Background: an optimization exercise with open tools, aiming at small area and a short achievable clock period. Do not read the settings as production practice. Power is estimated from default activity; no workload was simulated.

==> flow/design.v <==
module pcmNand2 (
    input  logic a, b,
    output logic y
);
    assign y = !(a && b);
endmodule
module pcmAnd3 (
    input  logic a, b, c,
    output logic y
);
    assign y = a && b && c;
endmodule
module pcmAnd4 (
    input  logic a, b, c, d,
    output logic y
);
    assign y = a && b && c && d;
endmodule
module pcmAo22 (
    input  logic a1, a2, b1, b2,
    output logic y
);
    assign y = (a1 && a2) || (b1 && b2);
endmodule
module pcmMux2i (
    input  logic a0, a1, s,
    output logic y
);
    assign y = !(s ? a1 : a0);
endmodule
module pcmAo22Hold (
    input  logic a1, a2, b1, b2,
    output logic y
);
    assign y = (a1 && a2) || (b1 && b2);
endmodule
module pcmAoi222 (
    input  logic a1, a2, b1, b2, c1, c2,
    output logic y
);
    assign y = !((a1 && a2) || (b1 && b2) || (c1 && c2));
endmodule
module pcmNand3 (
    input  logic a, b, c,
    output logic y
);
    assign y = !(a && b && c);
endmodule
module portalChannelFifo #(
    parameter int WIDTH = 32,
    parameter bit INV   = 1'b0    
) (
    input  logic             CLK,
    input  logic             RST_N,
    input  logic [WIDTH-1:0] enqData,
    input  logic             enq,
    input  logic             deq,
    output logic [WIDTH-1:0] first,
    output logic             notEmpty,
    output logic             notFull,
    output logic             full
);
    logic [WIDTH-1:0] head, headNext, inData;
    logic [WIDTH-1:0] buffer  [7];
    logic [WIDTH-1:0] bufNext [7];
    logic [7:0]       occ;
    logic             doEnq, doDeq, up, dn;
    logic             headLoad, headFromIn, bufShift, bufHold;
    logic [6:0]       rdSel;
    logic [8:0]       hSel;      
    assign notEmpty = occ[0];
    assign notFull  = !occ[7];
    assign full     = occ[7];
    assign first    = head;
    assign inData   = INV ? ~enqData : enqData;
    assign doEnq = enq && !occ[7];
    assign doDeq = deq && occ[0];
    assign up    = doEnq && !doDeq;
    assign dn    = doDeq && !doEnq;
    assign headFromIn = !occ[1] && (!occ[0] || deq);
    assign headLoad   = (doEnq && headFromIn) || (doDeq && occ[1]);
    assign bufShift   = doEnq && !headFromIn;
    assign bufHold    = !bufShift;
    for (genvar k = 0; k < 6; k++) begin : gSel
        assign rdSel[k] = occ[k+1] && !occ[k+2];
    end
    assign rdSel[6] = occ[7];
    for (genvar k = 0; k < 7; k++) begin : gHSel
        assign hSel[k] = deq && rdSel[k];
    end
    assign hSel[7] = enq && !occ[1] && (!occ[0] || deq);
    assign hSel[8] = !headLoad;
    for (genvar b = 0; b < WIDTH; b++) begin : gBit
        logic [2:0] t;
        pcmAoi222 uT0 (
            .a1(hSel[0]), .a2(buffer[0][b]), .b1(hSel[1]), .b2(buffer[1][b]),
            .c1(hSel[2]), .c2(buffer[2][b]), .y(t[0])
        );
        pcmAoi222 uT1 (
            .a1(hSel[3]), .a2(buffer[3][b]), .b1(hSel[4]), .b2(buffer[4][b]),
            .c1(hSel[5]), .c2(buffer[5][b]), .y(t[1])
        );
        pcmAoi222 uT2 (
            .a1(hSel[6]), .a2(buffer[6][b]), .b1(hSel[7]), .b2(inData[b]),
            .c1(hSel[8]), .c2(head[b]), .y(t[2])
        );
        pcmNand3 uHead (.a(t[0]), .b(t[1]), .c(t[2]), .y(headNext[b]));
        for (genvar k = 0; k < 7; k++) begin : gBuf
            pcmAo22Hold uHold (
                .a1(bufShift), .a2(k == 0 ? inData[b] : buffer[k-1][b]),
                .b1(bufHold),  .b2(buffer[k][b]),
                .y (bufNext[k][b])
            );
        end
    end
    always_ff @(posedge CLK) begin
        head <= headNext;
        for (int k = 0; k < 7; k++) buffer[k] <= bufNext[k];
    end
    always_ff @(posedge CLK or negedge RST_N) begin
        if (!RST_N)
            occ <= '0;
        else if (up)
            occ <= {occ[6:0], 1'b1};
        else if (dn)
            occ <= {1'b0, occ[7:1]};
    end
endmodule
module portal_channel_mux #(
    parameter int WIDTH = 32,
    parameter int NREQ  = 3,
    parameter int NIND  = 2,
    parameter int DEPTH = 8,
    parameter int SELW  = 2
) (
    input  logic                  CLK,
    input  logic                  RST_N,
    input  logic [WIDTH-1:0]      request_v,
    input  logic                  EN_request,
    input  logic [SELW-1:0]       select_request,
    output logic                  RDY_request,
    output logic                  request_not_full,
    output logic [WIDTH-1:0]      indication_data,
    input  logic                  EN_indication,
    input  logic [SELW-1:0]       select_indication,
    output logic                  RDY_indication,
    output logic                  indication_not_empty,
    input  logic [NIND-1:0]       ind_intr_mask,
    output logic [31:0]           ind_intr_channel,
    output logic [15:0]           drop_count,
    output logic [NREQ*WIDTH-1:0] req_first,
    output logic [NREQ-1:0]       req_valid,
    input  logic [NREQ-1:0]       req_deq,
    input  logic [NIND*WIDTH-1:0] ind_enq_v,
    input  logic [NIND-1:0]       ind_enq,
    output logic [NIND-1:0]       ind_not_full
);
    logic [NREQ-1:0][WIDTH-1:0] reqFirst;
    logic [NREQ-1:0]            reqNotEmpty, reqNotFull, reqFull, reqEnq;
    logic [NIND-1:0][WIDTH-1:0] indFirst;
    logic [NIND-1:0]            indNotEmpty, indNotFull, indDeq;
    logic        reqDrop;
    logic        indSelNotEmpty, indDrop;
    logic [15:0] dropCount;
    logic [1:0]  intrChannel;
    for (genvar i = 0; i < NREQ; i++) begin : gReq
        portalChannelFifo #(.WIDTH(WIDTH)) uFifo (
            .CLK      (CLK),
            .RST_N    (RST_N),
            .enqData  (request_v),
            .enq      (reqEnq[i]),
            .deq      (req_deq[i]),
            .first    (reqFirst[i]),
            .notEmpty (reqNotEmpty[i]),
            .notFull  (reqNotFull[i]),
            .full     (reqFull[i])
        );
        assign reqEnq[i] = EN_request && (select_request == SELW'(i));
    end
    for (genvar i = 0; i < NIND; i++) begin : gInd
        portalChannelFifo #(.WIDTH(WIDTH), .INV(1'b1)) uFifo (
            .CLK      (CLK),
            .RST_N    (RST_N),
            .enqData  (ind_enq_v[i*WIDTH +: WIDTH]),
            .enq      (ind_enq[i]),
            .deq      (indDeq[i]),
            .first    (indFirst[i]),
            .notEmpty (indNotEmpty[i]),
            .notFull  (indNotFull[i]),
            .full     ()
        );
        assign indDeq[i] = EN_indication && (select_indication == SELW'(i));
    end
    assign req_first    = reqFirst;
    assign req_valid    = reqNotEmpty;
    assign ind_not_full = indNotFull;
    logic [2:0] reqDec;
    logic       reqNotSink;
    assign reqDec[0]  = !select_request[1] && !select_request[0];
    assign reqDec[1]  = !select_request[1] &&  select_request[0];
    assign reqDec[2]  =  select_request[1] && !select_request[0];
    assign reqNotSink = !(select_request[1] && select_request[0]);
    logic [2:0] reqHold;
    for (genvar i = 0; i < NREQ; i++) begin : gReqHold
        pcmNand2 uHold (.a(reqDec[i]), .b(reqFull[i]), .y(reqHold[i]));
    end
    pcmAnd3 uRdyReq (.a(reqHold[0]), .b(reqHold[1]), .c(reqHold[2]), .y(RDY_request));
    pcmAnd4 uReqNotFull (
        .a(reqHold[0]), .b(reqHold[1]), .c(reqHold[2]), .d(reqNotSink),
        .y(request_not_full)
    );
    assign reqDrop = EN_request && !request_not_full;
    logic [1:0] indDec;
    assign indDec[0] = !select_indication[1] && !select_indication[0];
    assign indDec[1] = !select_indication[1] &&  select_indication[0];
    pcmAo22 uRdyInd (
        .a1(indDec[0]), .a2(indNotEmpty[0]),
        .b1(indDec[1]), .b2(indNotEmpty[1]),
        .y (indSelNotEmpty)
    );
    for (genvar b = 0; b < WIDTH; b++) begin : gIndData
        pcmMux2i uMux (
            .a0(indFirst[0][b]), .a1(indFirst[1][b]), .s(select_indication[0]),
            .y (indication_data[b])
        );
    end
    assign RDY_indication       = indSelNotEmpty;
    assign indication_not_empty = indSelNotEmpty;
    assign indDrop              = EN_indication && !indSelNotEmpty;
    always_ff @(posedge CLK or negedge RST_N) begin
        if (!RST_N)
            dropCount <= '0;
        else if ((reqDrop || indDrop) && (dropCount != 16'hFFFF))
            dropCount <= dropCount + 16'd1;
    end
    assign drop_count = dropCount;
    always_ff @(posedge CLK or negedge RST_N) begin
        if (!RST_N) begin
            intrChannel <= '0;
        end else begin
            intrChannel[0] <= indNotEmpty[0] && ind_intr_mask[0];
            intrChannel[1] <= !(indNotEmpty[0] && ind_intr_mask[0]) &&
                              indNotEmpty[1] && ind_intr_mask[1];
        end
    end
    assign ind_intr_channel = {30'd0, intrChannel};
endmodule
clock: 4.2 ns
lec_check: 0
cap_margin: 20
core_margin: 2
core_utilization: 40
cts_cluster_diameter: 80
cts_cluster_size: 28
place_density: 0.6
setup_slack_margin: 1.7
slew_margin: 20
synth_hierarchical: 1
synth_minimum_keep_size: 0
standard.sh (not shown) runs the stock make flow with config.mk's settings and CLKGATE_MAP_FILE= SYNTH_SCRIPT=/design/flow/synth_recipe.tcl, a recipe that flattens the netlist after the stock synthesis.
==> flow/flow/run.sh <==
#!/bin/bash
# Standard ORFS layout (the standard.sh) with two changes:
#  - port buffers are plain buf_2 cells instead of the resizer's default pick;
#  - CTS inserts no dummy balancing loads.
# Each ORFS step writes its full log under orfs/logs; make's own output goes to standard.log.
export BUFFER_PORTS_ARGS="-buffer_cell sky130_fd_sc_hd__buf_2"
export CTS_ARGS="-sink_clustering_enable -repair_clock_nets -sink_clustering_size 28 -sink_clustering_max_diameter 80 -dont_use_dummy_load"
bash standard.sh > standard.log 2>&1
Next try:
--- a/flow/design.v
+++ b/flow/design.v
@@ -21,13 +21,13 @@
     output logic y
 );
     assign y = (a1 && a2) || (b1 && b2);
 endmodule
-module pcmMux2i (
-    input  logic a0, a1, s,
-    output logic y
-);
-    assign y = !(s ? a1 : a0);
+module pcmNand2b (
+    input  logic a_n, b,
+    output logic y
+);
+    assign y = !(!a_n && b);
 endmodule
 module pcmAo22Hold (
     input  logic a1, a2, b1, b2,
     output logic y
@@ -177,9 +177,9 @@
         );
         assign reqEnq[i] = EN_request && (select_request == SELW'(i));
     end
     for (genvar i = 0; i < NIND; i++) begin : gInd
-        portalChannelFifo #(.WIDTH(WIDTH), .INV(1'b1)) uFifo (
+        portalChannelFifo #(.WIDTH(WIDTH)) uFifo (
             .CLK      (CLK),
             .RST_N    (RST_N),
             .enqData  (ind_enq_v[i*WIDTH +: WIDTH]),
             .enq      (ind_enq[i]),
@@ -218,12 +218,12 @@
         .b1(indDec[1]), .b2(indNotEmpty[1]),
         .y (indSelNotEmpty)
     );
     for (genvar b = 0; b < WIDTH; b++) begin : gIndData
-        pcmMux2i uMux (
-            .a0(indFirst[0][b]), .a1(indFirst[1][b]), .s(select_indication[0]),
-            .y (indication_data[b])
-        );
+        logic [1:0] pick;
+        pcmNand2b uPick0 (.a_n(select_indication[0]), .b(indFirst[0][b]), .y(pick[0]));
+        pcmNand2  uPick1 (.a(select_indication[0]),   .b(indFirst[1][b]), .y(pick[1]));
+        pcmNand2  uData  (.a(pick[0]), .b(pick[1]), .y(indication_data[b]));
     end
     assign RDY_indication       = indSelNotEmpty;
     assign indication_not_empty = indSelNotEmpty;
     assign indDrop              = EN_indication && !indSelNotEmpty;
Hold slack degrades by 81 ps.
Design area fell by 0.48%.
Maximum frequency barely changes.
Final cell count does not change.
Die area stays flat.
Routed wire length goes up by 1.6%.
Sequential power stays flat.
Critical path depth came out lower by 1.
Setup slack barely changes.
Global-route usage rose by 0.16 points.
Non-clock buffer count is higher by 1.
No functional check of the RTL was part of any run of this note.

separate check: timing with driven ports:
The flow's constraints put no driver on any port. The routed layouts listed below were extracted and timed again, unchanged, in two steps.
Step 1 sets driving cells, clkbuf_16 on the clock port and buf_2 on the other inputs (assumed; they add their load-dependent delay and slew).
Step 2 times the ports against the registers' clock, not the clock port: input delays grow and output delays shrink by t, the midpoint of the rising clock arrivals with the driver on.
Slacks: ideal ports / drivers / drivers and shift; pairs: ideal ports / drivers.
run | shift t [ns] | slack for setup (ns) | hold WS [ns] | worst setup path after step 2 | slew at the worst register clock pin (ns)
the first run | 0.702 | 1.689 / 1.559 / 0.992 | 0.161 / 0.108 / 0.450 | input to register | 0.11 / 0.11
the second run | 0.727 | 1.692 / 1.609 / 1.131 | 0.080 / 0.027 / 0.456 | input to register | 0.11 / 0.11
After both steps setup and hold are still met in every run listed. The setup slack of the first run, which loses most, moves by -0.130 ns with the drivers and by -0.697 ns with both steps.
